What follows belongs to an exercise in optimizing a design on an open flow for small area; a production flow would make more cautious choices. At most, simulation tests tie the RTL to the original design; equivalence was not proved. No functional check of the RTL was part of run 1. Power and IR drop assume default switching activity.

==> flow/design.v (outline; a module is shown in full before it is edited, if it fits) <==
// module apb_fir_regs: 98 lines
// module fir_seq_fsm: 44 lines
// module fir_rca: 14 lines
// module fir_inc: 12 lines
// module fir_step_counter: 41 lines
// module fir_tap_chain: 121 lines
// module fir_mac_w26: 381 lines
// module fir_mac_w25: 374 lines
// module result_fifo: 48 lines
// module apb_fir_acc: 70 lines
module apb_fir_acc (
  input  logic                           i_clk,
  input  logic                           i_reset,
  input  logic [fir_acc_pkg::ADDR_W-1:0] i_paddr,
  input  logic [31:0]                    i_pwdata,
  input  logic                           i_pwrite,
  input  logic                           i_psel,
  input  logic                           i_penable,
  output logic [31:0]                    o_prdata,
  output logic                           o_pready,
  output logic                           o_pslverr
);
  // ...
==> flow/run.sh <==
#!/bin/bash
# synth_recipe.tcl (not shown) runs the flow's synth.tcl, then flattens the netlist and writes it again
# the make line also repeats each setting of config.mk as NAME=value (left out here)
make -C /OpenROAD-flow-scripts/flow DESIGN_CONFIG=/design/flow/config.mk WORK_HOME=/design/flow/orfs CLKGATE_MAP_FILE= SYNTH_SCRIPT=/design/flow/synth_recipe.tcl finish
==> flow/config.mk <==
export PLATFORM = sky130hd
export DESIGN_NAME = apb_fir_acc
export DESIGN_NICKNAME = apb_fir_acc
export VERILOG_FILES = /design/flow/design.v
export SDC_FILE = /design/flow/constraint.sdc
export NUM_CORES = 4
export LEC_CHECK = 0
export CAP_MARGIN = 20
export CORE_MARGIN = 2
export CORE_UTILIZATION = 60
export CTS_CLUSTER_DIAMETER = 70
export CTS_CLUSTER_SIZE = 30
export PLACE_DENSITY = 0.7
export SLEW_MARGIN = 20
==> flow/constraint.sdc <==
create_clock -name core_clock -period 10.0 [get_ports {i_clk}]
set_input_delay 2.0000 -clock core_clock [delete_from_list [all_inputs] [get_ports {i_clk}]]
set_output_delay 2.0000 -clock core_clock [all_outputs]
set_load 0.01 [all_outputs]
==> results.cfg, run 1 <==
[global_routing]
grt_antenna_before_repair = 1
grt_most_used_layer = met2
global_route_wire_length_before_repair_mm = 199

[yosys]
ys.flop_type = edfxtp_1
synth_cell_types = 78
synth.area.top_cells = edfxtp_1 (26%), dfxtp_1 (15%), fa_1 (15%)
yosys-top-cells-count = nand2_1 (425), edfxtp_1 (416), inv_1 (390)
ys_ff_latch = 803
yosys.cell_count.top_type = nand2_1

[sta]
setup_tns_ns = 0
setup_viol = 0
timing_worst_slew_pin_value_ns = 1.21
final.hold.worst_slack_ns = 0.455
hold_viol_final = 0

[layout]
final_common_cell = nand2_1
synthToLayoutAreaGrowth_pct = 8.15
num-multi-input-gates = 2684
bufAreaShareNonClock = 0.0367
nClkBuffers = 56
final_core_util = 0.658

[drt]
wl_per_cell_um = 24.9
wirelength_mm = 130

[clock_tree]
clk_path_buf_depth = 3
cts_tree = built
htree_num_levels = 2
clock_buffers_created_by_tritoncts = 48

[critical_path]
timing.critical_path.fanout_max = 34
crit-reg2reg-launch = u_regs.ntaps[0]
timing_worst_setup_path_type = in -> reg

[pwr]
largestPowerGroup = sequential cells
pg_clk_mw = 2.38
sequentialPower_mw = 3.86
post-layout-total-power_mw = 7.66
powerComb_mw = 1.42

[outcome]
run_status = no timing/DRC/antenna violations

[floorplanning]
die_area_sq_mm = 0.0827
design.core.area_sq_mm = 0.0793
floorplan.initialDensity = 0.609
==> run 2, diff against run 1 <==
--- a/flow/design.v
+++ b/flow/design.v
@@ -387,7 +387,3 @@
   logic n241, n242, n243, n244, n245, n246, n247, n248, n249, n250, n251, n252, n253, n254, n255, n256;
-  logic n257, n258, n259, n260, n261, n262, n263, n264, n265, n266, n267, n268, n269, n270, n271, n272;
-  logic n273, n274, n275, n276, n277, n278, n279, n280, n281, n282, n283, n284, n285, n286, n287, n288;
-  logic n289, n290, n291, n292, n293, n294, n295, n296, n297, n298, n299, n300, n301, n302, n303, n304;
-  logic n305, n306, n307, n308, n309, n310, n311, n312, n313, n314, n315, n316, n317, n318, n319, n320;
-  logic n321;
+  logic n257, n258, n259, n260, n261, n262, n263, n264, n265, n266, n267, n268;
   assign n1 = (i_one[0] & i_t[0]) ^ i_neg[0];
@@ -479,264 +475,211 @@
   assign n87 = ~i_a[23];
-  assign n88 = n9 ^ n20;
-  assign n89 = n9 & n20;
-  assign n90 = (n10 ^ n32) ^ n21;
-  assign n91 = (n10 & n21) | (n32 & (n10 | n21));
-  assign n92 = (n11 ^ n33) ^ n22;
-  assign n93 = (n11 & n22) | (n33 & (n11 | n22));
-  assign n94 = n44 ^ n55;
-  assign n95 = n44 & n55;
-  assign n96 = (n12 ^ n34) ^ n23;
-  assign n97 = (n12 & n23) | (n34 & (n12 | n23));
-  assign n98 = n45 ^ n56;
-  assign n99 = n45 & n56;
-  assign n100 = (n13 ^ n35) ^ n24;
-  assign n101 = (n13 & n24) | (n35 & (n13 | n24));
-  assign n102 = n46 ^ n57;
-  assign n103 = n46 & n57;
-  assign n104 = (n25 ^ n47) ^ n36;
-  assign n105 = (n25 & n36) | (n47 & (n25 | n36));
-  assign n106 = n58 ^ n69;
-  assign n107 = n58 & n69;
-  assign n108 = (n26 ^ n48) ^ n37;
-  assign n109 = (n26 & n37) | (n48 & (n26 | n37));
-  assign n110 = n59 ^ n70;
-  assign n111 = n59 & n70;
-  assign n112 = n38 ^ n49;
-  assign n113 = n38 & n49;
-  assign n114 = n39 ^ n50;
-  assign n115 = n39 & n50;
-  assign n116 = n5 ^ n16;
-  assign n117 = n5 & n16;
-  assign n118 = n6 ^ n17;
-  assign n119 = n6 & n17;
-  assign n120 = (n7 ^ n29) ^ n18;
-  assign n121 = (n7 & n18) | (n29 & (n7 | n18));
-  assign n122 = n40 ^ i_neg[3];
-  assign n123 = n40 & i_neg[3];
-  assign n124 = (n8 ^ n30) ^ n19;
-  assign n125 = (n8 & n19) | (n30 & (n8 | n19));
-  assign n126 = n41 ^ i_a[7];
-  assign n127 = n41 & i_a[7];
-  assign n128 = (n88 ^ n42) ^ n31;
-  assign n129 = (n88 & n31) | (n42 & (n88 | n31));
-  assign n130 = (n53 ^ i_a[8]) ^ i_neg[4];
-  assign n131 = (n53 & i_neg[4]) | (i_a[8] & (n53 | i_neg[4]));
-  assign n132 = (n90 ^ n54) ^ n43;
-  assign n133 = (n90 & n43) | (n54 & (n90 | n43));
-  assign n134 = (i_a[9] ^ n89) ^ i_ac[0];
-  assign n135 = (i_a[9] & i_ac[0]) | (n89 & (i_a[9] | i_ac[0]));
-  assign n136 = (n92 ^ n66) ^ n94;
-  assign n137 = (n92 & n94) | (n66 & (n92 | n94));
-  assign n138 = (i_neg[5] ^ n91) ^ i_a[10];
-  assign n139 = (i_neg[5] & i_a[10]) | (n91 & (i_neg[5] | i_a[10]));
-  assign n140 = (n96 ^ n67) ^ n98;
-  assign n141 = (n96 & n98) | (n67 & (n96 | n98));
-  assign n142 = (i_a[11] ^ n95) ^ n93;
-  assign n143 = (i_a[11] & n93) | (n95 & (i_a[11] | n93));
-  assign n144 = (n100 ^ n68) ^ n102;
-  assign n145 = (n100 & n102) | (n68 & (n100 | n102));
-  assign n146 = (n79 ^ n99) ^ n97;
-  assign n147 = (n79 & n97) | (n99 & (n79 | n97));
-  assign n148 = (n104 ^ i_a[13]) ^ n106;
-  assign n149 = (n104 & n106) | (i_a[13] & (n104 | n106));
-  assign n150 = (n80 ^ n103) ^ n101;
-  assign n151 = (n80 & n101) | (n103 & (n80 | n101));
-  assign n152 = (n108 ^ i_a[14]) ^ n110;
-  assign n153 = (n108 & n110) | (i_a[14] & (n108 | n110));
-  assign n154 = (i_a[12] ^ n107) ^ n105;
-  assign n155 = (i_a[12] & n105) | (n107 & (i_a[12] | n105));
-  assign n156 = (n112 ^ n71) ^ n60;
-  assign n157 = (n112 & n60) | (n71 & (n112 | n60));
-  assign n158 = (n81 ^ n111) ^ n109;
-  assign n159 = (n81 & n109) | (n111 & (n81 | n109));
-  assign n160 = (n114 ^ n72) ^ n61;
-  assign n161 = (n114 & n61) | (n72 & (n114 | n61));
-  assign n162 = (i_a[16] ^ n113) ^ i_a[15];
-  assign n163 = (i_a[16] & i_a[15]) | (n113 & (i_a[16] | i_a[15]));
-  assign n164 = (n51 ^ n73) ^ n62;
-  assign n165 = (n51 & n62) | (n73 & (n51 | n62));
-  assign n166 = n82 ^ n115;
-  assign n167 = n82 & n115;
-  assign n168 = (n52 ^ n74) ^ n63;
-  assign n169 = (n52 & n63) | (n74 & (n52 | n63));
-  assign n170 = (i_a[18] ^ i_a[17]) ^ i_ac[1];
-  assign n171 = (i_a[18] & i_ac[1]) | (i_a[17] & (i_a[18] | i_ac[1]));
-  assign n172 = n64 ^ n75;
-  assign n173 = n64 & n75;
-  assign n174 = n65 ^ n76;
-  assign n175 = n65 & n76;
-  assign n176 = n3 ^ n14;
-  assign n177 = n3 & n14;
-  assign n178 = n4 ^ n15;
-  assign n179 = n4 & n15;
-  assign n180 = (n116 ^ i_neg[2]) ^ n27;
-  assign n181 = (n116 & n27) | (i_neg[2] & (n116 | n27));
-  assign n182 = (n118 ^ i_a[5]) ^ n28;
-  assign n183 = (n118 & n28) | (i_a[5] & (n118 | n28));
-  assign n184 = (n120 ^ i_a[6]) ^ n122;
-  assign n185 = (n120 & n122) | (i_a[6] & (n120 | n122));
-  assign n186 = (n124 ^ n121) ^ n126;
-  assign n187 = (n124 & n126) | (n121 & (n124 | n126));
-  assign n188 = (n128 ^ n125) ^ n130;
-  assign n189 = (n128 & n130) | (n125 & (n128 | n130));
-  assign n190 = (n132 ^ n129) ^ n134;
-  assign n191 = (n132 & n134) | (n129 & (n132 | n134));
-  assign n192 = (n136 ^ n133) ^ n138;
-  assign n193 = (n136 & n138) | (n133 & (n136 | n138));
-  assign n194 = (n140 ^ n137) ^ n142;
-  assign n195 = (n140 & n142) | (n137 & (n140 | n142));
-  assign n196 = (n144 ^ n141) ^ n146;
-  assign n197 = (n144 & n146) | (n141 & (n144 | n146));
-  assign n198 = (n148 ^ n145) ^ n150;
-  assign n199 = (n148 & n150) | (n145 & (n148 | n150));
-  assign n200 = (n152 ^ n149) ^ n154;
-  assign n201 = (n152 & n154) | (n149 & (n152 | n154));
-  assign n202 = (n156 ^ n153) ^ n158;
-  assign n203 = (n156 & n158) | (n153 & (n156 | n158));
-  assign n204 = (n160 ^ n157) ^ n162;
-  assign n205 = (n160 & n162) | (n157 & (n160 | n162));
-  assign n206 = (n164 ^ n161) ^ n166;
-  assign n207 = (n164 & n166) | (n161 & (n164 | n166));
-  assign n208 = (n168 ^ n165) ^ n170;
-  assign n209 = (n168 & n170) | (n165 & (n168 | n170));
-  assign n210 = (n172 ^ n169) ^ n83;
-  assign n211 = (n172 & n83) | (n169 & (n172 | n83));
-  assign n212 = (n174 ^ i_a[19]) ^ i_a[20];
-  assign n213 = (n174 & i_a[20]) | (i_a[19] & (n174 | i_a[20]));
-  assign n214 = n77 ^ n84;
-  assign n215 = n77 & n84;
-  assign n216 = n78 ^ i_a[22];
-  assign n217 = n78 & i_a[22];
-  assign n218 = n1 ^ i_neg[0];
-  assign n219 = n1 & i_neg[0];
-  assign n220 = n2 ^ i_a[1];
-  assign n221 = n2 & i_a[1];
-  assign n222 = (n176 ^ i_a[2]) ^ i_neg[1];
-  assign n223 = (n176 & i_neg[1]) | (i_a[2] & (n176 | i_neg[1]));
-  assign n224 = (n178 ^ n177) ^ i_a[3];
-  assign n225 = (n178 & i_a[3]) | (n177 & (n178 | i_a[3]));
-  assign n226 = (n180 ^ n179) ^ i_a[4];
-  assign n227 = (n180 & i_a[4]) | (n179 & (n180 | i_a[4]));
-  assign n228 = (n182 ^ n181) ^ n117;
-  assign n229 = (n182 & n117) | (n181 & (n182 | n117));
-  assign n230 = (n184 ^ n183) ^ n119;
-  assign n231 = (n184 & n119) | (n183 & (n184 | n119));
-  assign n232 = (n186 ^ n185) ^ n123;
-  assign n233 = (n186 & n123) | (n185 & (n186 | n123));
-  assign n234 = (n188 ^ n187) ^ n127;
-  assign n235 = (n188 & n127) | (n187 & (n188 | n127));
-  assign n236 = (n190 ^ n189) ^ n131;
-  assign n237 = (n190 & n131) | (n189 & (n190 | n131));
-  assign n238 = (n192 ^ n191) ^ n135;
-  assign n239 = (n192 & n135) | (n191 & (n192 | n135));
-  assign n240 = (n194 ^ n193) ^ n139;
-  assign n241 = (n194 & n139) | (n193 & (n194 | n139));
-  assign n242 = (n196 ^ n195) ^ n143;
-  assign n243 = (n196 & n143) | (n195 & (n196 | n143));
-  assign n244 = (n198 ^ n197) ^ n147;
-  assign n245 = (n198 & n147) | (n197 & (n198 | n147));
-  assign n246 = (n200 ^ n199) ^ n151;
-  assign n247 = (n200 & n151) | (n199 & (n200 | n151));
-  assign n248 = (n202 ^ n201) ^ n155;
-  assign n249 = (n202 & n155) | (n201 & (n202 | n155));
-  assign n250 = (n204 ^ n203) ^ n159;
-  assign n251 = (n204 & n159) | (n203 & (n204 | n159));
-  assign n252 = (n206 ^ n205) ^ n163;
-  assign n253 = (n206 & n163) | (n205 & (n206 | n163));
-  assign n254 = (n208 ^ n207) ^ n167;
-  assign n255 = (n208 & n167) | (n207 & (n208 | n167));
-  assign n256 = (n210 ^ n209) ^ n171;
-  assign n257 = (n210 & n171) | (n209 & (n210 | n171));
-  assign n258 = (n212 ^ n211) ^ n173;
-  assign n259 = (n212 & n173) | (n211 & (n212 | n173));
-  assign n260 = (n214 ^ n213) ^ n175;
-  assign n261 = (n214 & n175) | (n213 & (n214 | n175));
-  assign n262 = (n216 ^ n215) ^ i_a[21];
-  assign n263 = (n216 & i_a[21]) | (n215 & (n216 | i_a[21]));
-  assign n264 = n85 ^ n217;
-  assign n265 = n85 & n217;
-  assign n266 = i_a[24] ^ n86;
-  assign n267 = i_a[24] & n86;
-  assign n268 = i_a[25] ^ n87;
-  assign n269 = i_a[25] & n87;
-  assign n270 = n218 ^ i_a[0];
-  assign n271 = n218 & i_a[0];
-  assign n272 = (n220 ^ n271) ^ n219;
-  assign n273 = (n220 & n219) | (n271 & (n220 | n219));
-  assign n274 = (n222 ^ n273) ^ n221;
-  assign n275 = (n222 & n221) | (n273 & (n222 | n221));
-  assign n276 = (n224 ^ n275) ^ n223;
-  assign n277 = (n224 & n223) | (n275 & (n224 | n223));
-  assign n278 = (n226 ^ n277) ^ n225;
-  assign n279 = (n226 & n225) | (n277 & (n226 | n225));
-  assign n280 = (n228 ^ n279) ^ n227;
-  assign n281 = (n228 & n227) | (n279 & (n228 | n227));
-  assign n282 = (n230 ^ n281) ^ n229;
-  assign n283 = (n230 & n229) | (n281 & (n230 | n229));
-  assign n284 = (n232 ^ n283) ^ n231;
-  assign n285 = (n232 & n231) | (n283 & (n232 | n231));
-  assign n286 = (n234 ^ n285) ^ n233;
-  assign n287 = (n234 & n233) | (n285 & (n234 | n233));
-  assign n288 = n236 ^ n235;
-  assign n289 = n236 & n235;
-  assign n290 = (n238 ^ n289) ^ n237;
-  assign n291 = (n238 & n237) | (n289 & (n238 | n237));
-  assign n292 = (n240 ^ n291) ^ n239;
-  assign n293 = (n240 & n239) | (n291 & (n240 | n239));
-  assign n294 = (n242 ^ n293) ^ n241;
-  assign n295 = (n242 & n241) | (n293 & (n242 | n241));
-  assign n296 = (n244 ^ n295) ^ n243;
-  assign n297 = (n244 & n243) | (n295 & (n244 | n243));
-  assign n298 = (n246 ^ n297) ^ n245;
-  assign n299 = (n246 & n245) | (n297 & (n246 | n245));
-  assign n300 = (n248 ^ n299) ^ n247;
-  assign n301 = (n248 & n247) | (n299 & (n248 | n247));
-  assign n302 = (n250 ^ n301) ^ n249;
-  assign n303 = (n250 & n249) | (n301 & (n250 | n249));
-  assign n304 = (n252 ^ n303) ^ n251;
-  assign n305 = (n252 & n251) | (n303 & (n252 | n251));
-  assign n306 = n254 ^ n253;
-  assign n307 = n254 & n253;
-  assign n308 = (n256 ^ n307) ^ n255;
-  assign n309 = (n256 & n255) | (n307 & (n256 | n255));
-  assign n310 = (n258 ^ n309) ^ n257;
-  assign n311 = (n258 & n257) | (n309 & (n258 | n257));
-  assign n312 = (n260 ^ n311) ^ n259;
-  assign n313 = (n260 & n259) | (n311 & (n260 | n259));
-  assign n314 = (n262 ^ n313) ^ n261;
-  assign n315 = (n262 & n261) | (n313 & (n262 | n261));
-  assign n316 = (n264 ^ n315) ^ n263;
-  assign n317 = (n264 & n263) | (n315 & (n264 | n263));
-  assign n318 = (n266 ^ n317) ^ n265;
-  assign n319 = (n266 & n265) | (n317 & (n266 | n265));
-  assign n320 = (n268 ^ n319) ^ n267;
-  assign n321 = (n268 & n267) | (n319 & (n268 | n267));
-  assign o_y[0] = n270;
-  assign o_y[1] = n272;
-  assign o_y[2] = n274;
-  assign o_y[3] = n276;
-  assign o_y[4] = n278;
-  assign o_y[5] = n280;
-  assign o_y[6] = n282;
-  assign o_y[7] = n284;
-  assign o_y[8] = n286;
-  assign o_y[9] = n288;
-  assign o_y[10] = n290;
-  assign o_y[11] = n292;
-  assign o_y[12] = n294;
-  assign o_y[13] = n296;
-  assign o_y[14] = n298;
-  assign o_y[15] = n300;
-  assign o_y[16] = n302;
-  assign o_y[17] = n304;
-  assign o_y[18] = n306;
-  assign o_y[19] = n308;
-  assign o_y[20] = n310;
-  assign o_y[21] = n312;
-  assign o_y[22] = n314;
-  assign o_y[23] = n316;
-  assign o_y[24] = n318;
-  assign o_y[25] = n320;
-  assign o_yc[0] = n287;
-  assign o_yc[1] = n305;
+  assign n88 = (n1 ^ i_a[0]) ^ i_neg[0];
+  assign n89 = (n1 & i_neg[0]) | (i_a[0] & (n1 | i_neg[0]));
+  assign n90 = (n2 ^ n89) ^ i_a[1];
+  assign n91 = (n2 & i_a[1]) | (n89 & (n2 | i_a[1]));
+  assign n92 = (n3 ^ i_neg[1]) ^ n14;
+  assign n93 = (n3 & n14) | (i_neg[1] & (n3 | n14));
+  assign n94 = (i_a[2] ^ n91) ^ n92;
+  assign n95 = (i_a[2] & n92) | (n91 & (i_a[2] | n92));
+  assign n96 = (n4 ^ i_a[3]) ^ n15;
+  assign n97 = (n4 & n15) | (i_a[3] & (n4 | n15));
+  assign n98 = (n93 ^ n95) ^ n96;
+  assign n99 = (n93 & n96) | (n95 & (n93 | n96));
+  assign n100 = (n5 ^ n27) ^ n16;
+  assign n101 = (n5 & n16) | (n27 & (n5 | n16));
+  assign n102 = (i_neg[2] ^ n97) ^ i_a[4];
+  assign n103 = (i_neg[2] & i_a[4]) | (n97 & (i_neg[2] | i_a[4]));
+  assign n104 = (n100 ^ n99) ^ n102;
+  assign n105 = (n100 & n102) | (n99 & (n100 | n102));
+  assign n106 = (n6 ^ n28) ^ n17;
+  assign n107 = (n6 & n17) | (n28 & (n6 | n17));
+  assign n108 = (i_a[5] ^ n106) ^ n101;
+  assign n109 = (i_a[5] & n101) | (n106 & (i_a[5] | n101));
+  assign n110 = (n103 ^ n105) ^ n108;
+  assign n111 = (n103 & n108) | (n105 & (n103 | n108));
+  assign n112 = (n7 ^ n29) ^ n18;
+  assign n113 = (n7 & n18) | (n29 & (n7 | n18));
+  assign n114 = (n40 ^ i_a[6]) ^ i_neg[3];
+  assign n115 = (n40 & i_neg[3]) | (i_a[6] & (n40 | i_neg[3]));
+  assign n116 = (n107 ^ n114) ^ n112;
+  assign n117 = (n107 & n112) | (n114 & (n107 | n112));
+  assign n118 = (n109 ^ n111) ^ n116;
+  assign n119 = (n109 & n116) | (n111 & (n109 | n116));
+  assign n120 = (n8 ^ n30) ^ n19;
+  assign n121 = (n8 & n19) | (n30 & (n8 | n19));
+  assign n122 = (n41 ^ n113) ^ i_a[7];
+  assign n123 = (n41 & i_a[7]) | (n113 & (n41 | i_a[7]));
+  assign n124 = (n115 ^ n117) ^ n120;
+  assign n125 = (n115 & n120) | (n117 & (n115 | n120));
+  assign n126 = (n122 ^ n119) ^ n124;
+  assign n127 = (n122 & n124) | (n119 & (n122 | n124));
+  assign n128 = (n9 ^ n31) ^ n20;
+  assign n129 = (n9 & n20) | (n31 & (n9 | n20));
+  assign n130 = (n42 ^ i_neg[4]) ^ n53;
+  assign n131 = (n42 & n53) | (i_neg[4] & (n42 | n53));
+  assign n132 = (i_a[8] ^ n128) ^ n121;
+  assign n133 = (i_a[8] & n121) | (n128 & (i_a[8] | n121));
+  assign n134 = (n130 ^ n132) ^ n123;
+  assign n135 = (n130 & n123) | (n132 & (n130 | n123));
+  assign n136 = (n125 ^ n127) ^ n134;
+  assign n137 = (n125 & n134) | (n127 & (n125 | n134));
+  assign n138 = (n10 ^ n32) ^ n21;
+  assign n139 = (n10 & n21) | (n32 & (n10 | n21));
+  assign n140 = (n43 ^ i_a[9]) ^ n54;
+  assign n141 = (n43 & n54) | (i_a[9] & (n43 | n54));
+  assign n142 = (i_ac[0] ^ n131) ^ n129;
+  assign n143 = (i_ac[0] & n129) | (n131 & (i_ac[0] | n129));
+  assign n144 = (n138 ^ n133) ^ n140;
+  assign n145 = (n138 & n140) | (n133 & (n138 | n140));
+  assign n146 = (n142 ^ n144) ^ n135;
+  assign n147 = (n142 & n135) | (n144 & (n142 | n135));
+  assign n148 = (n11 ^ n33) ^ n22;
+  assign n149 = (n11 & n22) | (n33 & (n11 | n22));
+  assign n150 = (n44 ^ n66) ^ n55;
+  assign n151 = (n44 & n55) | (n66 & (n44 | n55));
+  assign n152 = (i_neg[5] ^ n139) ^ i_a[10];
+  assign n153 = (i_neg[5] & i_a[10]) | (n139 & (i_neg[5] | i_a[10]));
+  assign n154 = (n141 ^ n150) ^ n148;
+  assign n155 = (n141 & n148) | (n150 & (n141 | n148));
+  assign n156 = (n143 ^ n154) ^ n152;
+  assign n157 = (n143 & n152) | (n154 & (n143 | n152));
+  assign n158 = (n145 ^ n147) ^ n156;
+  assign n159 = (n145 & n156) | (n147 & (n145 | n156));
+  assign n160 = (n12 ^ n34) ^ n23;
+  assign n161 = (n12 & n23) | (n34 & (n12 | n23));
+  assign n162 = (n45 ^ n67) ^ n56;
+  assign n163 = (n45 & n56) | (n67 & (n45 | n56));
+  assign n164 = (i_a[11] ^ n151) ^ n149;
+  assign n165 = (i_a[11] & n149) | (n151 & (i_a[11] | n149));
+  assign n166 = (n160 ^ n153) ^ n162;
+  assign n167 = (n160 & n162) | (n153 & (n160 | n162));
+  assign n168 = (n155 ^ n157) ^ n164;
+  assign n169 = (n155 & n164) | (n157 & (n155 | n164));
+  assign n170 = (n166 ^ n159) ^ n168;
+  assign n171 = (n166 & n168) | (n159 & (n166 | n168));
+  assign n172 = (n13 ^ n35) ^ n24;
+  assign n173 = (n13 & n24) | (n35 & (n13 | n24));
+  assign n174 = (n46 ^ n68) ^ n57;
+  assign n175 = (n46 & n57) | (n68 & (n46 | n57));
+  assign n176 = (n79 ^ n163) ^ n161;
+  assign n177 = (n79 & n161) | (n163 & (n79 | n161));
+  assign n178 = (n172 ^ n165) ^ n174;
+  assign n179 = (n172 & n174) | (n165 & (n172 | n174));
+  assign n180 = (n176 ^ n178) ^ n167;
+  assign n181 = (n176 & n167) | (n178 & (n176 | n167));
+  assign n182 = (n169 ^ n171) ^ n180;
+  assign n183 = (n169 & n180) | (n171 & (n169 | n180));
+  assign n184 = (n25 ^ n47) ^ n36;
+  assign n185 = (n25 & n36) | (n47 & (n25 | n36));
+  assign n186 = (n58 ^ i_a[13]) ^ n69;
+  assign n187 = (n58 & n69) | (i_a[13] & (n58 | n69));
+  assign n188 = (n80 ^ n175) ^ n173;
+  assign n189 = (n80 & n173) | (n175 & (n80 | n173));
+  assign n190 = (n184 ^ n177) ^ n186;
+  assign n191 = (n184 & n186) | (n177 & (n184 | n186));
+  assign n192 = (n188 ^ n190) ^ n179;
+  assign n193 = (n188 & n179) | (n190 & (n188 | n179));
+  assign n194 = (n181 ^ n183) ^ n192;
+  assign n195 = (n181 & n192) | (n183 & (n181 | n192));
+  assign n196 = (n26 ^ n48) ^ n37;
+  assign n197 = (n26 & n37) | (n48 & (n26 | n37));
+  assign n198 = (n59 ^ i_a[14]) ^ n70;
+  assign n199 = (n59 & n70) | (i_a[14] & (n59 | n70));
+  assign n200 = (i_a[12] ^ n187) ^ n185;
+  assign n201 = (i_a[12] & n185) | (n187 & (i_a[12] | n185));
+  assign n202 = (n196 ^ n189) ^ n198;
+  assign n203 = (n196 & n198) | (n189 & (n196 | n198));
+  assign n204 = (n200 ^ n202) ^ n191;
+  assign n205 = (n200 & n191) | (n202 & (n200 | n191));
+  assign n206 = (n193 ^ n195) ^ n204;
+  assign n207 = (n193 & n204) | (n195 & (n193 | n204));
+  assign n208 = (n38 ^ n60) ^ n49;
+  assign n209 = (n38 & n49) | (n60 & (n38 | n49));
+  assign n210 = (n71 ^ n197) ^ n81;
+  assign n211 = (n71 & n81) | (n197 & (n71 | n81));
+  assign n212 = (n199 ^ n201) ^ n208;
+  assign n213 = (n199 & n208) | (n201 & (n199 | n208));
+  assign n214 = (n210 ^ n212) ^ n203;
+  assign n215 = (n210 & n203) | (n212 & (n210 | n203));
+  assign n216 = (n205 ^ n207) ^ n214;
+  assign n217 = (n205 & n214) | (n207 & (n205 | n214));
+  assign n218 = (n39 ^ n61) ^ n50;
+  assign n219 = (n39 & n50) | (n61 & (n39 | n50));
+  assign n220 = (n72 ^ i_a[15]) ^ i_a[16];
+  assign n221 = (n72 & i_a[16]) | (i_a[15] & (n72 | i_a[16]));
+  assign n222 = (n209 ^ n220) ^ n218;
+  assign n223 = (n209 & n218) | (n220 & (n209 | n218));
+  assign n224 = (n211 ^ n213) ^ n222;
+  assign n225 = (n211 & n222) | (n213 & (n211 | n222));
+  assign n226 = (n215 ^ n217) ^ n224;
+  assign n227 = (n215 & n224) | (n217 & (n215 | n224));
+  assign n228 = (n51 ^ n73) ^ n62;
+  assign n229 = (n51 & n62) | (n73 & (n51 | n62));
+  assign n230 = (n82 ^ n221) ^ n219;
+  assign n231 = (n82 & n219) | (n221 & (n82 | n219));
+  assign n232 = (n228 ^ n230) ^ n223;
+  assign n233 = (n228 & n223) | (n230 & (n228 | n223));
+  assign n234 = (n232 ^ n227) ^ n225;
+  assign n235 = (n232 & n225) | (n227 & (n232 | n225));
+  assign n236 = (n52 ^ n74) ^ n63;
+  assign n237 = (n52 & n63) | (n74 & (n52 | n63));
+  assign n238 = (i_a[18] ^ i_a[17]) ^ i_ac[1];
+  assign n239 = (i_a[18] & i_ac[1]) | (i_a[17] & (i_a[18] | i_ac[1]));
+  assign n240 = (n229 ^ n238) ^ n236;
+  assign n241 = (n229 & n236) | (n238 & (n229 | n236));
+  assign n242 = (n231 ^ n233) ^ n240;
+  assign n243 = (n231 & n240) | (n233 & (n231 | n240));
+  assign n244 = (n64 ^ n83) ^ n75;
+  assign n245 = (n64 & n75) | (n83 & (n64 | n75));
+  assign n246 = (n237 ^ n244) ^ n239;
+  assign n247 = (n237 & n239) | (n244 & (n237 | n239));
+  assign n248 = (n241 ^ n243) ^ n246;
+  assign n249 = (n241 & n246) | (n243 & (n241 | n246));
+  assign n250 = (n65 ^ i_a[20]) ^ n76;
+  assign n251 = (n65 & n76) | (i_a[20] & (n65 | n76));
+  assign n252 = (i_a[19] ^ n250) ^ n245;
+  assign n253 = (i_a[19] & n245) | (n250 & (i_a[19] | n245));
+  assign n254 = (n247 ^ n249) ^ n252;
+  assign n255 = (n247 & n252) | (n249 & (n247 | n252));
+  assign n256 = (n77 ^ n251) ^ n84;
+  assign n257 = (n77 & n84) | (n251 & (n77 | n84));
+  assign n258 = (n253 ^ n255) ^ n256;
+  assign n259 = (n253 & n256) | (n255 & (n253 | n256));
+  assign n260 = (n78 ^ i_a[21]) ^ i_a[22];
+  assign n261 = (n78 & i_a[22]) | (i_a[21] & (n78 | i_a[22]));
+  assign n262 = (n260 ^ n259) ^ n257;
+  assign n263 = (n260 & n257) | (n259 & (n260 | n257));
+  assign n264 = (n85 ^ n263) ^ n261;
+  assign n265 = (n85 & n261) | (n263 & (n85 | n261));
+  assign n266 = (i_a[24] ^ n265) ^ n86;
+  assign n267 = (i_a[24] & n86) | (n265 & (i_a[24] | n86));
+  assign n268 = (i_a[25] ^ n267) ^ n87;
+  assign o_y[0] = n88;
+  assign o_y[1] = n90;
+  assign o_y[2] = n94;
+  assign o_y[3] = n98;
+  assign o_y[4] = n104;
+  assign o_y[5] = n110;
+  assign o_y[6] = n118;
+  assign o_y[7] = n126;
+  assign o_y[8] = n136;
+  assign o_y[9] = n146;
+  assign o_y[10] = n158;
+  assign o_y[11] = n170;
+  assign o_y[12] = n182;
+  assign o_y[13] = n194;
+  assign o_y[14] = n206;
+  assign o_y[15] = n216;
+  assign o_y[16] = n226;
+  assign o_y[17] = n234;
+  assign o_y[18] = n242;
+  assign o_y[19] = n248;
+  assign o_y[20] = n254;
+  assign o_y[21] = n258;
+  assign o_y[22] = n262;
+  assign o_y[23] = n264;
+  assign o_y[24] = n266;
+  assign o_y[25] = n268;
+  assign o_yc[0] = n137;
+  assign o_yc[1] = n235;
 endmodule
@@ -768,6 +711,3 @@
   logic n241, n242, n243, n244, n245, n246, n247, n248, n249, n250, n251, n252, n253, n254, n255, n256;
-  logic n257, n258, n259, n260, n261, n262, n263, n264, n265, n266, n267, n268, n269, n270, n271, n272;
-  logic n273, n274, n275, n276, n277, n278, n279, n280, n281, n282, n283, n284, n285, n286, n287, n288;
-  logic n289, n290, n291, n292, n293, n294, n295, n296, n297, n298, n299, n300, n301, n302, n303, n304;
-  logic n305, n306, n307, n308, n309, n310, n311, n312, n313, n314, n315, n316;
+  logic n257, n258, n259, n260, n261, n262, n263, n264, n265;
   assign n1 = (i_one[0] & i_t[0]) ^ i_neg[0];
@@ -858,259 +798,208 @@
   assign n86 = ~i_a[23];
-  assign n87 = n9 ^ n20;
-  assign n88 = n9 & n20;
-  assign n89 = (n10 ^ n32) ^ n21;
-  assign n90 = (n10 & n21) | (n32 & (n10 | n21));
-  assign n91 = (n11 ^ n33) ^ n22;
-  assign n92 = (n11 & n22) | (n33 & (n11 | n22));
-  assign n93 = n44 ^ n55;
-  assign n94 = n44 & n55;
-  assign n95 = (n12 ^ n34) ^ n23;
-  assign n96 = (n12 & n23) | (n34 & (n12 | n23));
-  assign n97 = n45 ^ n56;
-  assign n98 = n45 & n56;
-  assign n99 = (n13 ^ n35) ^ n24;
-  assign n100 = (n13 & n24) | (n35 & (n13 | n24));
-  assign n101 = n46 ^ n57;
-  assign n102 = n46 & n57;
-  assign n103 = (n25 ^ n47) ^ n36;
-  assign n104 = (n25 & n36) | (n47 & (n25 | n36));
-  assign n105 = n58 ^ n69;
-  assign n106 = n58 & n69;
-  assign n107 = (n26 ^ n48) ^ n37;
-  assign n108 = (n26 & n37) | (n48 & (n26 | n37));
-  assign n109 = n59 ^ n70;
-  assign n110 = n59 & n70;
-  assign n111 = n38 ^ n49;
-  assign n112 = n38 & n49;
-  assign n113 = n39 ^ n50;
-  assign n114 = n39 & n50;
-  assign n115 = n5 ^ n16;
-  assign n116 = n5 & n16;
-  assign n117 = n6 ^ n17;
-  assign n118 = n6 & n17;
-  assign n119 = (n7 ^ n29) ^ n18;
-  assign n120 = (n7 & n18) | (n29 & (n7 | n18));
-  assign n121 = n40 ^ i_neg[3];
-  assign n122 = n40 & i_neg[3];
-  assign n123 = (n8 ^ n30) ^ n19;
-  assign n124 = (n8 & n19) | (n30 & (n8 | n19));
-  assign n125 = n41 ^ i_a[7];
-  assign n126 = n41 & i_a[7];
-  assign n127 = (n87 ^ n42) ^ n31;
-  assign n128 = (n87 & n31) | (n42 & (n87 | n31));
-  assign n129 = (n53 ^ i_a[8]) ^ i_neg[4];
-  assign n130 = (n53 & i_neg[4]) | (i_a[8] & (n53 | i_neg[4]));
-  assign n131 = (n89 ^ n54) ^ n43;
-  assign n132 = (n89 & n43) | (n54 & (n89 | n43));
-  assign n133 = (i_a[9] ^ n88) ^ i_ac[0];
-  assign n134 = (i_a[9] & i_ac[0]) | (n88 & (i_a[9] | i_ac[0]));
-  assign n135 = (n91 ^ n66) ^ n93;
-  assign n136 = (n91 & n93) | (n66 & (n91 | n93));
-  assign n137 = (i_neg[5] ^ n90) ^ i_a[10];
-  assign n138 = (i_neg[5] & i_a[10]) | (n90 & (i_neg[5] | i_a[10]));
-  assign n139 = (n95 ^ n67) ^ n97;
-  assign n140 = (n95 & n97) | (n67 & (n95 | n97));
-  assign n141 = (i_a[11] ^ n94) ^ n92;
-  assign n142 = (i_a[11] & n92) | (n94 & (i_a[11] | n92));
-  assign n143 = (n99 ^ n68) ^ n101;
-  assign n144 = (n99 & n101) | (n68 & (n99 | n101));
-  assign n145 = (n79 ^ n98) ^ n96;
-  assign n146 = (n79 & n96) | (n98 & (n79 | n96));
-  assign n147 = (n103 ^ i_a[13]) ^ n105;
-  assign n148 = (n103 & n105) | (i_a[13] & (n103 | n105));
-  assign n149 = (n80 ^ n102) ^ n100;
-  assign n150 = (n80 & n100) | (n102 & (n80 | n100));
-  assign n151 = (n107 ^ i_a[14]) ^ n109;
-  assign n152 = (n107 & n109) | (i_a[14] & (n107 | n109));
-  assign n153 = (i_a[12] ^ n106) ^ n104;
-  assign n154 = (i_a[12] & n104) | (n106 & (i_a[12] | n104));
-  assign n155 = (n111 ^ n71) ^ n60;
-  assign n156 = (n111 & n60) | (n71 & (n111 | n60));
-  assign n157 = (n81 ^ n110) ^ n108;
-  assign n158 = (n81 & n108) | (n110 & (n81 | n108));
-  assign n159 = (n113 ^ n72) ^ n61;
-  assign n160 = (n113 & n61) | (n72 & (n113 | n61));
-  assign n161 = (i_a[16] ^ n112) ^ i_a[15];
-  assign n162 = (i_a[16] & i_a[15]) | (n112 & (i_a[16] | i_a[15]));
-  assign n163 = (n51 ^ n73) ^ n62;
-  assign n164 = (n51 & n62) | (n73 & (n51 | n62));
-  assign n165 = n82 ^ n114;
-  assign n166 = n82 & n114;
-  assign n167 = (n52 ^ n74) ^ n63;
-  assign n168 = (n52 & n63) | (n74 & (n52 | n63));
-  assign n169 = (i_a[18] ^ i_a[17]) ^ i_ac[1];
-  assign n170 = (i_a[18] & i_ac[1]) | (i_a[17] & (i_a[18] | i_ac[1]));
-  assign n171 = n64 ^ n75;
-  assign n172 = n64 & n75;
-  assign n173 = n65 ^ n76;
-  assign n174 = n65 & n76;
-  assign n175 = n3 ^ n14;
-  assign n176 = n3 & n14;
-  assign n177 = n4 ^ n15;
-  assign n178 = n4 & n15;
-  assign n179 = (n115 ^ i_neg[2]) ^ n27;
-  assign n180 = (n115 & n27) | (i_neg[2] & (n115 | n27));
-  assign n181 = (n117 ^ i_a[5]) ^ n28;
-  assign n182 = (n117 & n28) | (i_a[5] & (n117 | n28));
-  assign n183 = (n119 ^ i_a[6]) ^ n121;
-  assign n184 = (n119 & n121) | (i_a[6] & (n119 | n121));
-  assign n185 = (n123 ^ n120) ^ n125;
-  assign n186 = (n123 & n125) | (n120 & (n123 | n125));
-  assign n187 = (n127 ^ n124) ^ n129;
-  assign n188 = (n127 & n129) | (n124 & (n127 | n129));
-  assign n189 = (n131 ^ n128) ^ n133;
-  assign n190 = (n131 & n133) | (n128 & (n131 | n133));
-  assign n191 = (n135 ^ n132) ^ n137;
-  assign n192 = (n135 & n137) | (n132 & (n135 | n137));
-  assign n193 = (n139 ^ n136) ^ n141;
-  assign n194 = (n139 & n141) | (n136 & (n139 | n141));
-  assign n195 = (n143 ^ n140) ^ n145;
-  assign n196 = (n143 & n145) | (n140 & (n143 | n145));
-  assign n197 = (n147 ^ n144) ^ n149;
-  assign n198 = (n147 & n149) | (n144 & (n147 | n149));
-  assign n199 = (n151 ^ n148) ^ n153;
-  assign n200 = (n151 & n153) | (n148 & (n151 | n153));
-  assign n201 = (n155 ^ n152) ^ n157;
-  assign n202 = (n155 & n157) | (n152 & (n155 | n157));
-  assign n203 = (n159 ^ n156) ^ n161;
-  assign n204 = (n159 & n161) | (n156 & (n159 | n161));
-  assign n205 = (n163 ^ n160) ^ n165;
-  assign n206 = (n163 & n165) | (n160 & (n163 | n165));
-  assign n207 = (n167 ^ n164) ^ n169;
-  assign n208 = (n167 & n169) | (n164 & (n167 | n169));
-  assign n209 = (n171 ^ n168) ^ n83;
-  assign n210 = (n171 & n83) | (n168 & (n171 | n83));
-  assign n211 = (n173 ^ i_a[19]) ^ i_a[20];
-  assign n212 = (n173 & i_a[20]) | (i_a[19] & (n173 | i_a[20]));
-  assign n213 = n77 ^ n84;
-  assign n214 = n77 & n84;
-  assign n215 = n78 ^ i_a[22];
-  assign n216 = n78 & i_a[22];
-  assign n217 = n1 ^ i_neg[0];
-  assign n218 = n1 & i_neg[0];
-  assign n219 = n2 ^ i_a[1];
-  assign n220 = n2 & i_a[1];
-  assign n221 = (n175 ^ i_a[2]) ^ i_neg[1];
-  assign n222 = (n175 & i_neg[1]) | (i_a[2] & (n175 | i_neg[1]));
-  assign n223 = (n177 ^ n176) ^ i_a[3];
-  assign n224 = (n177 & i_a[3]) | (n176 & (n177 | i_a[3]));
-  assign n225 = (n179 ^ n178) ^ i_a[4];
-  assign n226 = (n179 & i_a[4]) | (n178 & (n179 | i_a[4]));
-  assign n227 = (n181 ^ n180) ^ n116;
-  assign n228 = (n181 & n116) | (n180 & (n181 | n116));
-  assign n229 = (n183 ^ n182) ^ n118;
-  assign n230 = (n183 & n118) | (n182 & (n183 | n118));
-  assign n231 = (n185 ^ n184) ^ n122;
-  assign n232 = (n185 & n122) | (n184 & (n185 | n122));
-  assign n233 = (n187 ^ n186) ^ n126;
-  assign n234 = (n187 & n126) | (n186 & (n187 | n126));
-  assign n235 = (n189 ^ n188) ^ n130;
-  assign n236 = (n189 & n130) | (n188 & (n189 | n130));
-  assign n237 = (n191 ^ n190) ^ n134;
-  assign n238 = (n191 & n134) | (n190 & (n191 | n134));
-  assign n239 = (n193 ^ n192) ^ n138;
-  assign n240 = (n193 & n138) | (n192 & (n193 | n138));
-  assign n241 = (n195 ^ n194) ^ n142;
-  assign n242 = (n195 & n142) | (n194 & (n195 | n142));
-  assign n243 = (n197 ^ n196) ^ n146;
-  assign n244 = (n197 & n146) | (n196 & (n197 | n146));
-  assign n245 = (n199 ^ n198) ^ n150;
-  assign n246 = (n199 & n150) | (n198 & (n199 | n150));
-  assign n247 = (n201 ^ n200) ^ n154;
-  assign n248 = (n201 & n154) | (n200 & (n201 | n154));
-  assign n249 = (n203 ^ n202) ^ n158;
-  assign n250 = (n203 & n158) | (n202 & (n203 | n158));
-  assign n251 = (n205 ^ n204) ^ n162;
-  assign n252 = (n205 & n162) | (n204 & (n205 | n162));
-  assign n253 = (n207 ^ n206) ^ n166;
-  assign n254 = (n207 & n166) | (n206 & (n207 | n166));
-  assign n255 = (n209 ^ n208) ^ n170;
-  assign n256 = (n209 & n170) | (n208 & (n209 | n170));
-  assign n257 = (n211 ^ n210) ^ n172;
-  assign n258 = (n211 & n172) | (n210 & (n211 | n172));
-  assign n259 = (n213 ^ n212) ^ n174;
-  assign n260 = (n213 & n174) | (n212 & (n213 | n174));
-  assign n261 = (n215 ^ n214) ^ i_a[21];
-  assign n262 = (n215 & i_a[21]) | (n214 & (n215 | i_a[21]));
-  assign n263 = n85 ^ n216;
-  assign n264 = n85 & n216;
-  assign n265 = i_a[24] ^ n86;
-  assign n266 = i_a[24] & n86;
-  assign n267 = n217 ^ i_a[0];
-  assign n268 = n217 & i_a[0];
-  assign n269 = (n219 ^ n268) ^ n218;
-  assign n270 = (n219 & n218) | (n268 & (n219 | n218));
-  assign n271 = (n221 ^ n270) ^ n220;
-  assign n272 = (n221 & n220) | (n270 & (n221 | n220));
-  assign n273 = (n223 ^ n272) ^ n222;
-  assign n274 = (n223 & n222) | (n272 & (n223 | n222));
-  assign n275 = (n225 ^ n274) ^ n224;
-  assign n276 = (n225 & n224) | (n274 & (n225 | n224));
-  assign n277 = (n227 ^ n276) ^ n226;
-  assign n278 = (n227 & n226) | (n276 & (n227 | n226));
-  assign n279 = (n229 ^ n278) ^ n228;
-  assign n280 = (n229 & n228) | (n278 & (n229 | n228));
-  assign n281 = (n231 ^ n280) ^ n230;
-  assign n282 = (n231 & n230) | (n280 & (n231 | n230));
-  assign n283 = (n233 ^ n282) ^ n232;
-  assign n284 = (n233 & n232) | (n282 & (n233 | n232));
-  assign n285 = n235 ^ n234;
-  assign n286 = n235 & n234;
-  assign n287 = (n237 ^ n286) ^ n236;
-  assign n288 = (n237 & n236) | (n286 & (n237 | n236));
-  assign n289 = (n239 ^ n288) ^ n238;
-  assign n290 = (n239 & n238) | (n288 & (n239 | n238));
-  assign n291 = (n241 ^ n290) ^ n240;
-  assign n292 = (n241 & n240) | (n290 & (n241 | n240));
-  assign n293 = (n243 ^ n292) ^ n242;
-  assign n294 = (n243 & n242) | (n292 & (n243 | n242));
-  assign n295 = (n245 ^ n294) ^ n244;
-  assign n296 = (n245 & n244) | (n294 & (n245 | n244));
-  assign n297 = (n247 ^ n296) ^ n246;
-  assign n298 = (n247 & n246) | (n296 & (n247 | n246));
-  assign n299 = (n249 ^ n298) ^ n248;
-  assign n300 = (n249 & n248) | (n298 & (n249 | n248));
-  assign n301 = (n251 ^ n300) ^ n250;
-  assign n302 = (n251 & n250) | (n300 & (n251 | n250));
-  assign n303 = n253 ^ n252;
-  assign n304 = n253 & n252;
-  assign n305 = (n255 ^ n304) ^ n254;
-  assign n306 = (n255 & n254) | (n304 & (n255 | n254));
-  assign n307 = (n257 ^ n306) ^ n256;
-  assign n308 = (n257 & n256) | (n306 & (n257 | n256));
-  assign n309 = (n259 ^ n308) ^ n258;
-  assign n310 = (n259 & n258) | (n308 & (n259 | n258));
-  assign n311 = (n261 ^ n310) ^ n260;
-  assign n312 = (n261 & n260) | (n310 & (n261 | n260));
-  assign n313 = (n263 ^ n312) ^ n262;
-  assign n314 = (n263 & n262) | (n312 & (n263 | n262));
-  assign n315 = (n265 ^ n314) ^ n264;
-  assign n316 = (n265 & n264) | (n314 & (n265 | n264));
-  assign o_y[0] = n267;
-  assign o_y[1] = n269;
-  assign o_y[2] = n271;
-  assign o_y[3] = n273;
-  assign o_y[4] = n275;
-  assign o_y[5] = n277;
-  assign o_y[6] = n279;
-  assign o_y[7] = n281;
-  assign o_y[8] = n283;
-  assign o_y[9] = n285;
-  assign o_y[10] = n287;
-  assign o_y[11] = n289;
-  assign o_y[12] = n291;
-  assign o_y[13] = n293;
-  assign o_y[14] = n295;
-  assign o_y[15] = n297;
-  assign o_y[16] = n299;
-  assign o_y[17] = n301;
-  assign o_y[18] = n303;
-  assign o_y[19] = n305;
-  assign o_y[20] = n307;
-  assign o_y[21] = n309;
-  assign o_y[22] = n311;
-  assign o_y[23] = n313;
-  assign o_y[24] = n315;
-  assign o_yc[0] = n284;
-  assign o_yc[1] = n302;
+  assign n87 = (n1 ^ i_a[0]) ^ i_neg[0];
+  assign n88 = (n1 & i_neg[0]) | (i_a[0] & (n1 | i_neg[0]));
+  assign n89 = (n2 ^ n88) ^ i_a[1];
+  assign n90 = (n2 & i_a[1]) | (n88 & (n2 | i_a[1]));
+  assign n91 = (n3 ^ i_neg[1]) ^ n14;
+  assign n92 = (n3 & n14) | (i_neg[1] & (n3 | n14));
+  assign n93 = (i_a[2] ^ n90) ^ n91;
+  assign n94 = (i_a[2] & n91) | (n90 & (i_a[2] | n91));
+  assign n95 = (n4 ^ i_a[3]) ^ n15;
+  assign n96 = (n4 & n15) | (i_a[3] & (n4 | n15));
+  assign n97 = (n92 ^ n94) ^ n95;
+  assign n98 = (n92 & n95) | (n94 & (n92 | n95));
+  assign n99 = (n5 ^ n27) ^ n16;
+  assign n100 = (n5 & n16) | (n27 & (n5 | n16));
+  assign n101 = (i_neg[2] ^ n96) ^ i_a[4];
+  assign n102 = (i_neg[2] & i_a[4]) | (n96 & (i_neg[2] | i_a[4]));
+  assign n103 = (n99 ^ n98) ^ n101;
+  assign n104 = (n99 & n101) | (n98 & (n99 | n101));
+  assign n105 = (n6 ^ n28) ^ n17;
+  assign n106 = (n6 & n17) | (n28 & (n6 | n17));
+  assign n107 = (i_a[5] ^ n105) ^ n100;
+  assign n108 = (i_a[5] & n100) | (n105 & (i_a[5] | n100));
+  assign n109 = (n102 ^ n104) ^ n107;
+  assign n110 = (n102 & n107) | (n104 & (n102 | n107));
+  assign n111 = (n7 ^ n29) ^ n18;
+  assign n112 = (n7 & n18) | (n29 & (n7 | n18));
+  assign n113 = (n40 ^ i_a[6]) ^ i_neg[3];
+  assign n114 = (n40 & i_neg[3]) | (i_a[6] & (n40 | i_neg[3]));
+  assign n115 = (n106 ^ n113) ^ n111;
+  assign n116 = (n106 & n111) | (n113 & (n106 | n111));
+  assign n117 = (n108 ^ n110) ^ n115;
+  assign n118 = (n108 & n115) | (n110 & (n108 | n115));
+  assign n119 = (n8 ^ n30) ^ n19;
+  assign n120 = (n8 & n19) | (n30 & (n8 | n19));
+  assign n121 = (n41 ^ n112) ^ i_a[7];
+  assign n122 = (n41 & i_a[7]) | (n112 & (n41 | i_a[7]));
+  assign n123 = (n114 ^ n116) ^ n119;
+  assign n124 = (n114 & n119) | (n116 & (n114 | n119));
+  assign n125 = (n121 ^ n118) ^ n123;
+  assign n126 = (n121 & n123) | (n118 & (n121 | n123));
+  assign n127 = (n9 ^ n31) ^ n20;
+  assign n128 = (n9 & n20) | (n31 & (n9 | n20));
+  assign n129 = (n42 ^ i_neg[4]) ^ n53;
+  assign n130 = (n42 & n53) | (i_neg[4] & (n42 | n53));
+  assign n131 = (i_a[8] ^ n127) ^ n120;
+  assign n132 = (i_a[8] & n120) | (n127 & (i_a[8] | n120));
+  assign n133 = (n129 ^ n131) ^ n122;
+  assign n134 = (n129 & n122) | (n131 & (n129 | n122));
+  assign n135 = (n124 ^ n126) ^ n133;
+  assign n136 = (n124 & n133) | (n126 & (n124 | n133));
+  assign n137 = (n10 ^ n32) ^ n21;
+  assign n138 = (n10 & n21) | (n32 & (n10 | n21));
+  assign n139 = (n43 ^ i_a[9]) ^ n54;
+  assign n140 = (n43 & n54) | (i_a[9] & (n43 | n54));
+  assign n141 = (i_ac[0] ^ n130) ^ n128;
+  assign n142 = (i_ac[0] & n128) | (n130 & (i_ac[0] | n128));
+  assign n143 = (n137 ^ n132) ^ n139;
+  assign n144 = (n137 & n139) | (n132 & (n137 | n139));
+  assign n145 = (n141 ^ n143) ^ n134;
+  assign n146 = (n141 & n134) | (n143 & (n141 | n134));
+  assign n147 = (n11 ^ n33) ^ n22;
+  assign n148 = (n11 & n22) | (n33 & (n11 | n22));
+  assign n149 = (n44 ^ n66) ^ n55;
+  assign n150 = (n44 & n55) | (n66 & (n44 | n55));
+  assign n151 = (i_neg[5] ^ n138) ^ i_a[10];
+  assign n152 = (i_neg[5] & i_a[10]) | (n138 & (i_neg[5] | i_a[10]));
+  assign n153 = (n140 ^ n149) ^ n147;
+  assign n154 = (n140 & n147) | (n149 & (n140 | n147));
+  assign n155 = (n142 ^ n153) ^ n151;
+  assign n156 = (n142 & n151) | (n153 & (n142 | n151));
+  assign n157 = (n144 ^ n146) ^ n155;
+  assign n158 = (n144 & n155) | (n146 & (n144 | n155));
+  assign n159 = (n12 ^ n34) ^ n23;
+  assign n160 = (n12 & n23) | (n34 & (n12 | n23));
+  assign n161 = (n45 ^ n67) ^ n56;
+  assign n162 = (n45 & n56) | (n67 & (n45 | n56));
+  assign n163 = (i_a[11] ^ n150) ^ n148;
+  assign n164 = (i_a[11] & n148) | (n150 & (i_a[11] | n148));
+  assign n165 = (n159 ^ n152) ^ n161;
+  assign n166 = (n159 & n161) | (n152 & (n159 | n161));
+  assign n167 = (n154 ^ n156) ^ n163;
+  assign n168 = (n154 & n163) | (n156 & (n154 | n163));
+  assign n169 = (n165 ^ n158) ^ n167;
+  assign n170 = (n165 & n167) | (n158 & (n165 | n167));
+  assign n171 = (n13 ^ n35) ^ n24;
+  assign n172 = (n13 & n24) | (n35 & (n13 | n24));
+  assign n173 = (n46 ^ n68) ^ n57;
+  assign n174 = (n46 & n57) | (n68 & (n46 | n57));
+  assign n175 = (n79 ^ n162) ^ n160;
+  assign n176 = (n79 & n160) | (n162 & (n79 | n160));
+  assign n177 = (n171 ^ n164) ^ n173;
+  assign n178 = (n171 & n173) | (n164 & (n171 | n173));
+  assign n179 = (n175 ^ n177) ^ n166;
+  assign n180 = (n175 & n166) | (n177 & (n175 | n166));
+  assign n181 = (n168 ^ n170) ^ n179;
+  assign n182 = (n168 & n179) | (n170 & (n168 | n179));
+  assign n183 = (n25 ^ n47) ^ n36;
+  assign n184 = (n25 & n36) | (n47 & (n25 | n36));
+  assign n185 = (n58 ^ i_a[13]) ^ n69;
+  assign n186 = (n58 & n69) | (i_a[13] & (n58 | n69));
+  assign n187 = (n80 ^ n174) ^ n172;
+  assign n188 = (n80 & n172) | (n174 & (n80 | n172));
+  assign n189 = (n183 ^ n176) ^ n185;
+  assign n190 = (n183 & n185) | (n176 & (n183 | n185));
+  assign n191 = (n187 ^ n189) ^ n178;
+  assign n192 = (n187 & n178) | (n189 & (n187 | n178));
+  assign n193 = (n180 ^ n182) ^ n191;
+  assign n194 = (n180 & n191) | (n182 & (n180 | n191));
+  assign n195 = (n26 ^ n48) ^ n37;
+  assign n196 = (n26 & n37) | (n48 & (n26 | n37));
+  assign n197 = (n59 ^ i_a[14]) ^ n70;
+  assign n198 = (n59 & n70) | (i_a[14] & (n59 | n70));
+  assign n199 = (i_a[12] ^ n186) ^ n184;
+  assign n200 = (i_a[12] & n184) | (n186 & (i_a[12] | n184));
+  assign n201 = (n195 ^ n188) ^ n197;
+  assign n202 = (n195 & n197) | (n188 & (n195 | n197));
+  assign n203 = (n199 ^ n201) ^ n190;
+  assign n204 = (n199 & n190) | (n201 & (n199 | n190));
+  assign n205 = (n192 ^ n194) ^ n203;
+  assign n206 = (n192 & n203) | (n194 & (n192 | n203));
+  assign n207 = (n38 ^ n60) ^ n49;
+  assign n208 = (n38 & n49) | (n60 & (n38 | n49));
+  assign n209 = (n71 ^ n196) ^ n81;
+  assign n210 = (n71 & n81) | (n196 & (n71 | n81));
+  assign n211 = (n198 ^ n200) ^ n207;
+  assign n212 = (n198 & n207) | (n200 & (n198 | n207));
+  assign n213 = (n209 ^ n211) ^ n202;
+  assign n214 = (n209 & n202) | (n211 & (n209 | n202));
+  assign n215 = (n204 ^ n206) ^ n213;
+  assign n216 = (n204 & n213) | (n206 & (n204 | n213));
+  assign n217 = (n39 ^ n61) ^ n50;
+  assign n218 = (n39 & n50) | (n61 & (n39 | n50));
+  assign n219 = (n72 ^ i_a[15]) ^ i_a[16];
+  assign n220 = (n72 & i_a[16]) | (i_a[15] & (n72 | i_a[16]));
+  assign n221 = (n208 ^ n219) ^ n217;
+  assign n222 = (n208 & n217) | (n219 & (n208 | n217));
+  assign n223 = (n210 ^ n212) ^ n221;
+  assign n224 = (n210 & n221) | (n212 & (n210 | n221));
+  assign n225 = (n214 ^ n216) ^ n223;
+  assign n226 = (n214 & n223) | (n216 & (n214 | n223));
+  assign n227 = (n51 ^ n73) ^ n62;
+  assign n228 = (n51 & n62) | (n73 & (n51 | n62));
+  assign n229 = (n82 ^ n220) ^ n218;
+  assign n230 = (n82 & n218) | (n220 & (n82 | n218));
+  assign n231 = (n227 ^ n229) ^ n222;
+  assign n232 = (n227 & n222) | (n229 & (n227 | n222));
+  assign n233 = (n231 ^ n226) ^ n224;
+  assign n234 = (n231 & n224) | (n226 & (n231 | n224));
+  assign n235 = (n52 ^ n74) ^ n63;
+  assign n236 = (n52 & n63) | (n74 & (n52 | n63));
+  assign n237 = (i_a[18] ^ i_a[17]) ^ i_ac[1];
+  assign n238 = (i_a[18] & i_ac[1]) | (i_a[17] & (i_a[18] | i_ac[1]));
+  assign n239 = (n228 ^ n237) ^ n235;
+  assign n240 = (n228 & n235) | (n237 & (n228 | n235));
+  assign n241 = (n230 ^ n232) ^ n239;
+  assign n242 = (n230 & n239) | (n232 & (n230 | n239));
+  assign n243 = (n64 ^ n83) ^ n75;
+  assign n244 = (n64 & n75) | (n83 & (n64 | n75));
+  assign n245 = (n236 ^ n243) ^ n238;
+  assign n246 = (n236 & n238) | (n243 & (n236 | n238));
+  assign n247 = (n240 ^ n242) ^ n245;
+  assign n248 = (n240 & n245) | (n242 & (n240 | n245));
+  assign n249 = (n65 ^ i_a[20]) ^ n76;
+  assign n250 = (n65 & n76) | (i_a[20] & (n65 | n76));
+  assign n251 = (i_a[19] ^ n249) ^ n244;
+  assign n252 = (i_a[19] & n244) | (n249 & (i_a[19] | n244));
+  assign n253 = (n246 ^ n248) ^ n251;
+  assign n254 = (n246 & n251) | (n248 & (n246 | n251));
+  assign n255 = (n77 ^ n250) ^ n84;
+  assign n256 = (n77 & n84) | (n250 & (n77 | n84));
+  assign n257 = (n252 ^ n254) ^ n255;
+  assign n258 = (n252 & n255) | (n254 & (n252 | n255));
+  assign n259 = (n78 ^ i_a[21]) ^ i_a[22];
+  assign n260 = (n78 & i_a[22]) | (i_a[21] & (n78 | i_a[22]));
+  assign n261 = (n259 ^ n258) ^ n256;
+  assign n262 = (n259 & n256) | (n258 & (n259 | n256));
+  assign n263 = (n85 ^ n262) ^ n260;
+  assign n264 = (n85 & n260) | (n262 & (n85 | n260));
+  assign n265 = (i_a[24] ^ n264) ^ n86;
+  assign o_y[0] = n87;
+  assign o_y[1] = n89;
+  assign o_y[2] = n93;
+  assign o_y[3] = n97;
+  assign o_y[4] = n103;
+  assign o_y[5] = n109;
+  assign o_y[6] = n117;
+  assign o_y[7] = n125;
+  assign o_y[8] = n135;
+  assign o_y[9] = n145;
+  assign o_y[10] = n157;
+  assign o_y[11] = n169;
+  assign o_y[12] = n181;
+  assign o_y[13] = n193;
+  assign o_y[14] = n205;
+  assign o_y[15] = n215;
+  assign o_y[16] = n225;
+  assign o_y[17] = n233;
+  assign o_y[18] = n241;
+  assign o_y[19] = n247;
+  assign o_y[20] = n253;
+  assign o_y[21] = n257;
+  assign o_y[22] = n261;
+  assign o_y[23] = n263;
+  assign o_y[24] = n265;
+  assign o_yc[0] = n136;
+  assign o_yc[1] = n234;
 endmodule
--- a/flow/config.mk
+++ b/flow/config.mk
@@ -9,6 +9,6 @@
 export CORE_MARGIN = 2
-export CORE_UTILIZATION = 60
+export CORE_UTILIZATION = 70
 export CTS_CLUSTER_DIAMETER = 70
 export CTS_CLUSTER_SIZE = 30
-export PLACE_DENSITY = 0.7
+export PLACE_DENSITY = 0.8
 export SLEW_MARGIN = 20
==> results.cfg, run 2 <==
[run]
drv_cap = 0

[hold_path]
timing.hold.worst.class = reg -> reg
hold_depth = 1

[clock_tree]
clk_path_buf_depth = 3
cts_resized = 0
clock_pin_slew_on_the_worst_setup_and_hold_paths_ns = 0.11
cts-hold-fix-buffers = 0
clock_insertion_delay_worst_skew_ns = 0.65
tritoncts_sink_count = 803
cts_root_buffer = clkbuf_16
htree_num_levels = 2
cts_tree = built
clock_buffers_created_by_tritoncts = 42
cts_setup_buffers = 0

[layout]
largest_register_ff_count = 416
final_common_cell = nand2_1
fraction_of_final_layout_cells_with_drive_strength_greater_than_1 = 0.0799
most_frequent_cells_in_the_layout = nand2_1 (490), edfxtp_1 (416), dfxtp_1 (370)
synthToLayoutAreaGrowth_pct = 6.46
insertedDiodeCount = 0
final_cell_area_sq_mm = 0.0495
layout.nets = 4443
fill_cells = 4239
area_taken_by_multi_input_logic_gates_sq_mm = 0.0239
final_cells = 4868
total_area_of_sequential_cells_sq_mm = 0.0203

[floorplanning]
floorplan.rows = 94
die_x_um = 262
floorplan.io_pins = 83
design.core.area_sq_mm = 0.0657
floorplan.initialDensity = 0.707
die_h_um = 262
die_area_sq_mm = 0.0685

[critical_path]
worst_path_most_repeated_cell = fa_1
cp_data_arrival_time_ns = 9.71
critPathLaunch = u_regs.ntaps[0]
cp_slowest_stage_delay_ns = 0.78
worstSetupEndpoint = u_step_cnt.last_q
critPathLaunchType = flop
timing.reg2reg.worst_path_depth = 27
critPathCaptureType = flop
crit-reg2reg-launch = u_regs.ntaps[0]
timing.critical_path.fanout_max = 9
worst-endpoint-required_ns = 10.50
critical_path.slowest_cell = nor4_1
reg2reg_slack_ns = 0.80
timing_worst_setup_path_type = reg -> reg
r2r_path_end = u_step_cnt.last_q

[drt]
wirelength_mm = 128
wl_per_cell_um = 26.2
ant_nets = 0
drt_iter0_markers = 4637
viasPerCell = 6.80
detail_route.drc_violations = 0
total_iterations_of_the_first_detailed_routing_run = 8
dr_total_vias = 33100

[placement]
placement.io_buffers = 57
placement.cell_area_sq_mm = 0.0478
placed_cells = 4788
gpl.final_weighted_congestion = 0.958
hpwlAfterDp_mm = 85.7
placement.setup.worst_slack_ns = 0.320

[sta]
finalCritPeriodShare = 0.920
maxSlewViolCount = 0
timing.fmax_ghz = 0.109
postLayoutSetupSlackWorst_ns = 0.795
min_period_ns = 9.20
timing_worst_slew_pin_value_ns = 1.19
timing.max_slew.rel_slack = 0.195
setup_tns_ns = 0
hold_viol_final = 0
setup_viol = 0
fin_worst_skew_ns = 0.0381
rsz0062_at_grt = no

[outcome]
run_status = no timing/DRC/antenna violations

[global_routing]
pin_count_of_the_biggest_net_entering_global_routing = 152
grt_util_all_layers = 0.374
grt_antenna_before_repair = 5
first_global_vias = 32600
global_route_wire_length_before_repair_mm = 193
overflow_left_after_global_routing = 0

[yosys]
synthesis.yosys.warnings = 8
simple_logic_cell_fraction_of_the_synthesized_area = 0.0709
register_area_share_after_synthesis = 0.437
synth-async-reset-ratio = 0.0199
netlist_area_sq_mm = 0.0465
ys_ff_latch = 803
portion_of_synthesized_cell_area_occupied_by_the_leading_cell_type = 0.269
dominant_combinational_cell_family_by_area_after_synthesis = adder cells
yosys-top-cells-count = nand2_1 (494), edfxtp_1 (416), dfxtp_1 (371)
synth-adder-area-share = 0.170
synth_area_in_compound_gates = 0.136
ys.flop_type = edfxtp_1
synth-edff-count = 416
post_synth_xor_area_fraction = 0.0750
synth.area.top_cells = edfxtp_1 (27%), dfxtp_1 (16%), fa_1 (15%)
yosys.cell_count.top_type = nand2_1
synth_cell_types = 74
synth.avg_cell_area_sq_um = 11.4
synth_cells = 4095
cell_taking_the_most_area_after_synthesis = edfxtp_1
mux_cell_area_share_after_synthesis = 0.0562

[pwr]
power_per_cell_area_mw_per_mm2 = 148
post-layout-total-power_mw = 7.31
vdd.ir_drop.worst_uv = 171
power.static_leakage_nw = 17.3
-- run 2: per-layer routing --
metal  GRT usage  part of all wire
met4       0.185             0.059
met3      0.0727              0.11
met1       0.511              0.37
met5           0           0.00018
met2       0.581              0.46
-- run 2: power by group --
group	internal, mW	switching (mW)
clock network	0.887	1.23
registers	3.74	0.126
logic	0.536	0.781
-- run 2: layout make-up --
class / count / share of cell area
multi-input cells: 2667 / 0.482
flip-flops and latches: 803 / 0.411
repair buffers: 163 / 0.0322
inverters: 298 / 0.0226
well taps: 864 / 0.0218
clock buffers: 45 / 0.0215
clock inverters: 28 / 0.00890
-- run 2: how the worst min path moves through the flow --
| stage | from | end | slack, ns |
|---|---|---|---|
| 4_1_cts | u_tap_chain.acc7[22] | u_tap_chain.acc6[22] | 0.47 |
| 6_report | u_tap_chain.acc7[22] | u_tap_chain.acc6[22] | 0.46 |
| 5_1_grt | u_tap_chain.acc7[22] | u_tap_chain.acc6[22] | 0.47 |
| 3_5_place_dp | u_tap_chain.acc7[17] | u_tap_chain.acc6[17] | 0.45 |
| 2_1_floorplan | u_tap_chain.acc7[11] | u_tap_chain.acc6[11] | 0.43 |
| 3_3_place_gp | u_tap_chain.acc7[1] | u_tap_chain.acc6[1] | 0.44 |
-- run 2: critical path: cells and delay by family, from the launching register on --
| kind | cells | cell delay [ns] |
|---|---|---|
| buffers and inverters | 4 | 0.26 |
| AO/OA/AOI/OAI | 4 | 1.13 |
| AND/OR/NAND/NOR | 3 | 1.40 |
| flip-flops | 1 | 0.52 |
| XOR/XNOR | 1 | 0.18 |
| adder cells (fa/ha/maj) | 15 | 5.56 |
-- run 2: metrics by stage --
| step | hold slack, ns | utilization |
|---|---|---|
| floorplan | 0.434 | - |
| global route | 0.469 | 0.753 |
| finish | 0.462 | 0.753 |
| global placement | 0.441 | 0.727 |
| detailed placement | 0.452 | 0.727 |
| CTS | 0.467 | 0.750 |
-- run 2: cells by family (layout without fill, tap and decap cells) --
group,after synthesis,in the layout
and+or+nand+nor,780,780
adders and majority gates,419,419
DFF,803,803
other,2,3
buffers and inverters,626,534
muxes,148,148
xor gates and xnor gates,398,398
AOI/OAI and AO/OA,919,919

==> separate check: timing with driven ports <==
The results above use ideal ports. As a check the final layouts listed here were re-extracted and re-timed, cells and wires unchanged. Step 1: set_driving_cell puts a clkbuf_16 on i_clk and a buf_2 on each other input, an assumption about the parent block. Step 2 moves the port delays by t, midway between the first and last clock arrival at a register: inputs arrive t later, outputs are due t later. That takes back most of the time a late clock gives input paths. Slacks: ideal / step 1 / step 2; pairs: ideal / step 1.
run | t (ns) | setup WS [ns] | slew at the worst register clock pin (ns) | worst slew at a driven data input, ns | pins driven straight from the clock port
run 1 | 0.720 | 0.553 / 0.590 / -0.131 | 0.11 / 0.11 | 0.04 | 1
run 2 | 0.701 | 0.795 / 0.795 / 0.250 | 0.12 / 0.12 | 0.04 | 1
With both steps, setup timing fails in run 1, where it was met with ideal ports. The setup slack of run 1, which loses most, moves by +0.037 ns with the drivers and by -0.684 ns with both steps.
